Context: an optimization exercise on an open-source flow, tuned for small area, a short achievable clock period and few clock cycles per item. The choices shown serve that exercise and are no tape-out recipe.
Function was checked by simulation only, so behaviour that the tests miss may differ from the original.

==> build 47 <==
// pid_controller_anti_windup_unit
module pid_controller_anti_windup_unit (
    input  logic                      i_clk,
    input  logic                      i_rst_n,
    input  logic                      i_in_valid,
    output logic                      o_in_ready,
    input  logic                      i_op,
    input  logic signed [15:0]        i_target,
    input  logic signed [15:0]        i_measured,
    input  logic [31:0]               i_time_ms,
    output logic                      o_out_valid,
    input  logic                      i_out_ready,
    output logic signed [15:0]        o_drive,
    input  logic                      i_cfg_valid,
    output logic                      o_cfg_ready,
    input  logic [pca_pkg::IdxW-1:0]  i_cfg_index,
    input  logic [15:0]               i_cfg_data
);
export LEC_CHECK = 0
export CAP_MARGIN = 20
export CORE_MARGIN = 2
export CORE_UTILIZATION = 40
export SETUP_SLACK_MARGIN = 5
export SLEW_MARGIN = 20
create_clock -name core_clock -period 12.0 [get_ports {i_clk}]
run.sh (not shown) runs the stock make flow with config.mk's settings and CLKGATE_MAP_FILE= SYNTH_SCRIPT=/design/flow/synth_recipe.tcl, a recipe that flattens the netlist after the stock synthesis.
==> build 10 (differences from build 47) <==
--- a/flow/design.v
+++ b/flow/design.v
@@ -33,12 +33,13 @@
     logic [35:0]        dv_quo;
     logic signed [32:0] dv_prop;
     logic [23:0]        iu_sh;
     logic [9:0]         iu_rem;
     logic               iu_neg;
-    logic w_long;
-    assign w_long = (i_prop[32:31] != 2'b00) && (i_prop[32:31] != 2'b11);
+    logic w_short, w_long;
+    assign w_short = (i_prop[32:27] == 6'd0) || (i_prop[32:27] == 6'h3f);
+    assign w_long  = (i_prop[32:31] != 2'b00) && (i_prop[32:31] != 2'b11);
     logic [33:0] d_x1, d_x2;
     logic [34:0] d_a1, d_a2, d_a3, d_b1, d_b2, d_b3;
     logic [31:0] d_r1, d_r2;
     logic [1:0]  d_q1, d_q2;
     assign d_x1 = {dv_rem, dv_quo[35:34]};
@@ -95,11 +96,16 @@
             dv_z    <= i_zero;
             dv_nneg <= i_nneg;
             dv_prop <= i_prop;
             dv_dvs  <= i_dt;
             dv_d3   <= 34'(i_dt) + {1'b0, i_dt, 1'b0};
-            if (w_long) begin
+            if (w_short) begin
+                dv_sat <= !i_zero && (i_dt[31:15] == 17'd0) && (i_n[42:28] >= i_dt[14:0]);
+                dv_cnt <= i_zero ? 4'd0 : 4'd7;
+                dv_rem <= {17'd0, i_n[42:28]};
+                dv_quo <= {i_n[27:0], 8'd0};
+            end else if (w_long) begin
                 dv_sat <= !i_zero && (i_dt[31:7] == 25'd0) && (i_n[42:36] >= i_dt[6:0]);
                 dv_cnt <= i_zero ? 4'd0 : 4'd9;
                 dv_rem <= {25'd0, i_n[42:36]};
                 dv_quo <= i_n[35:0];
             end else begin
@@ -233,11 +239,12 @@
     logic signed [49:0] r_p;
     logic signed [32:0] r_prop;
     logic [42:0]        r_n;
     logic [33:0]        r_y;
     logic [8:0]         r_ms;    
-    logic [2:0]         r_mc;    
+    logic [6:0]         r_s2;    
+    logic               r_hi;    
     logic               s_v, s_sat, s_neg;
     logic signed [37:0] s_val;
     logic               r_ov;
     logic signed [15:0] r_drv;
     assign o_cfg_ready = 1'b1;
@@ -276,18 +283,21 @@
         r_ms_s  <= m_s;
         r_ms_c  <= m_c;
         r_ms_n8 <= m_n8;
     end
     logic [49:0] m_add, m_out;
-    assign m_add = ({50{r_mc[0]}} & 50'(r_es >>> 17))           
-                 | ({50{r_mc[1]}} & {r_p[32:0], r_es[16:0]})     
-                 | ({50{r_mc[2]}} & {r_p[32:0], 17'd0});
+    assign m_add = ({50{r_s2[1]}} & 50'(r_es >>> 17))                   
+                 | ({50{r_s2[2] & r_hi}} & {r_p[32:0], r_es[16:0]})      
+                 | ({50{r_s2[2] & ~r_hi}} & 50'(r_es))                   
+                 | ({50{r_s2[4] | r_s2[6]}} & {r_p[32:0], 17'd0});
     assign m_out = r_ms_s + r_ms_c + (BOOTH_K | {33'd0, r_ms_n8, 16'd0}) + m_add;
     logic               w_acc;
     logic signed [16:0] w_err;
     logic               w_tz;
+    logic [31:0]        w_dt;
     assign w_err = 17'(i_target) - 17'(i_measured);
+    assign w_dt  = r_t - r_pms;
     assign w_tz  = (i_time_ms == r_pms);
     logic signed [33:0] w_lim34;
     logic               w_integ;
     logic signed [49:0] w_x, w_hi, w_lo;
     logic signed [39:0] w_es;
@@ -368,11 +378,11 @@
             S_IDLE: begin
                 if (!r_kd_ok)     fe_n = S_PK;
                 else if (!r_b_ok) fe_n = S_PB;
                 else if (w_acc)   fe_n = (i_op || w_tz) ? S_HOLD : S_T1;
             end
-            S_T1: fe_n = S_T2;
+            S_T1: fe_n = (w_dt[31:17] == 15'd0) ? S_T3 : S_T2;
             S_T2: fe_n = S_T3;
             S_T3: fe_n = S_T4;
             S_T4: fe_n = S_T5;
             S_T5: fe_n = S_T6;
             S_T6: fe_n = S_T7;
@@ -419,20 +429,21 @@
             r_es    <= '0;
             r_pms   <= '0;
             r_fe    <= S_IDLE;
             r_rdy   <= 1'b0;
             r_ms    <= '0;
-            r_mc    <= '0;
+            r_s2    <= '0;
         end else begin
             r_fe    <= fe_n;
             r_kd_ok <= kd_ok_n;
             r_b_ok  <= b_ok_n;
             r_rdy   <= (fe_n == S_IDLE) && kd_ok_n && b_ok_n;
             r_ms    <= {fe_n == S_PB, fe_n == S_PK, fe_n == S_T7, fe_n == S_T6,
                         fe_n == S_T5, fe_n == S_T4, fe_n == S_T3, fe_n == S_T2,
                         fe_n == S_T1};
-            r_mc    <= {fe_n == S_T6 || fe_n == S_T8, fe_n == S_T4, fe_n == S_T3};
+            r_s2    <= {r_fe == S_T7, r_fe == S_T6, r_fe == S_T5, r_fe == S_T4,
+                        r_fe == S_T3, r_fe == S_T2, r_fe == S_T1};
             if (i_cfg_valid) begin
                 case (i_cfg_index)
                     8'd0: r_gp <= i_cfg_data;
                     8'd1: r_gi <= i_cfg_data;
                     8'd3: r_lm <= i_cfg_data[14:0];
@@ -461,31 +472,28 @@
             end
             case (r_fe)
                 S_T1: begin
                     r_b    <= 18'(r_a) - 18'(r_perr);
                     r_perr <= r_a;
-                    r_t    <= r_t - r_pms;
+                    r_t    <= w_dt;
                     r_pms  <= r_t;
+                    r_hi   <= (w_dt[31:17] != 15'd0);
                 end
-                S_PB: r_t <= {16'd0, r_gi};
-                S_T2: begin
-                    r_prop <= m_out[32:0];
+                S_T3: begin
                     r_dneg <= r_b[17];
                     r_b    <= r_b[17] ? -r_b : r_b;
                 end
-                S_T3: begin
-                    r_integ <= w_integ;
-                    r_p     <= m_out;
-                end
-                S_T4: r_p <= m_out;
-                S_T5: begin
-                    r_es <= w_es;
-                    r_p  <= m_out;
-                end
-                S_T6: r_n <= m_out[42:0];
-                S_T7: r_p <= m_out;
-                S_T8: r_y <= m_out[33:0];
+                S_T4: r_integ <= w_integ;
+                S_T5: r_es <= w_es;
+                S_PB: r_t <= {16'd0, r_gi};
+                default: ;
+            endcase
+            if (r_s2[0]) r_prop <= m_out[32:0];
+            if (r_s2[1] || r_s2[2] || r_s2[3] || r_s2[5]) r_p <= m_out;
+            if (r_s2[4]) r_n <= m_out[42:0];
+            if (r_s2[6]) r_y <= m_out[33:0];
+            case (r_fe)
                 S_PB2: r_n <= {10'd0, m_out[21:0], 11'd0};
                 default: ;
             endcase
         end
     end
==> impl_metrics.ini <==
[pwr]
comb_power_share = 0.672
p_per_area_nw_per_um2 = 306.5
internal_power_mw = 11.63
power_mw = 22.94

[yosys]
synth_mux_area_frac = 0.02047
synthAdderAreaFrac = 0.1891
synth-seq-cells = 777
synth_area_per_cell_um2 = 9.092

[clock_network]
cts.repair.resized = 106
numCtsBuffers = 88

[finish]
multiInputCombCellCount = 5596
area_growth_pct = 12.99
insertedDiodeCount = 3

[status]
status = timing/DRC/antenna clean

[timing]
whs_ps = 460.4
setup_slack_ps = 5193

[critical_path]
path_buf_inv = 5
-- figures above: build 47

==> impl_metrics.ini <==
[yosys]
synthAdderAreaFrac = 0.1855
synth_area_per_cell_um2 = 9.060
synth-seq-cells = 784
synth_mux_area_frac = 0.02433

[pwr]
p_per_area_nw_per_um2 = 267.7
comb_power_share = 0.641
power_mw = 20.58
internal_power_mw = 10.47

[clock_network]
cts.repair.resized = 72
numCtsBuffers = 95

[finish]
insertedDiodeCount = 8
multi_input_area_share = 0.5866
multiInputCombCellCount = 5884
area_growth_pct = 12.09

[floorplanning]
initial_core_util = 0.4039

[critical_path]
arrival_ps = 7390
path_buf_inv = 1

[timing]
setup_slack_ps = 5205
whs_ps = 452.7

[status]
status = timing/DRC/antenna clean
-- figures above: build 10

Testbench counts of build 47, summed over its fixed seeds: cycles 13,716, items 1,464.
Testbench counts of build 10, summed over its fixed seeds: cycles 12,252, items 1,464.

[static timing again, ports no longer ideal]
In the flow no input, the clock included, has a driving cell. The finished layouts below were timed again as built, in two steps.
Step 1 (the two cells are an assumption about what drives the block):
set clk [get_ports {i_clk}]
set_driving_cell -lib_cell sky130_fd_sc_hd__clkbuf_16 $clk
set_driving_cell -lib_cell sky130_fd_sc_hd__buf_2 [delete_from_list [all_inputs] $clk]
Step 2 times the ports against the registers' clock, not the clock port: input delays grow and output delays shrink by t, the midpoint of the rising clock arrivals with the driver on.
Slacks: ideal ports / drivers / drivers and shift; pairs: ideal ports / drivers.
run	t, ns	slack for setup (ns)	worst register clock-pin slew, ns	worst slew at a driven data input, ns	pins driven straight from the clock port
build 47	0.786	5.193 / 5.193 / 4.695	0.07 / 0.07	0.21	1
build 10	0.808	5.205 / 5.205 / 5.205	0.07 / 0.07	0.08	1
After both steps setup and hold are still met in every run listed. For build 47, which loses most, drivers alone change the setup slack by 0.000 ns; drivers and shift together by -0.498 ns.
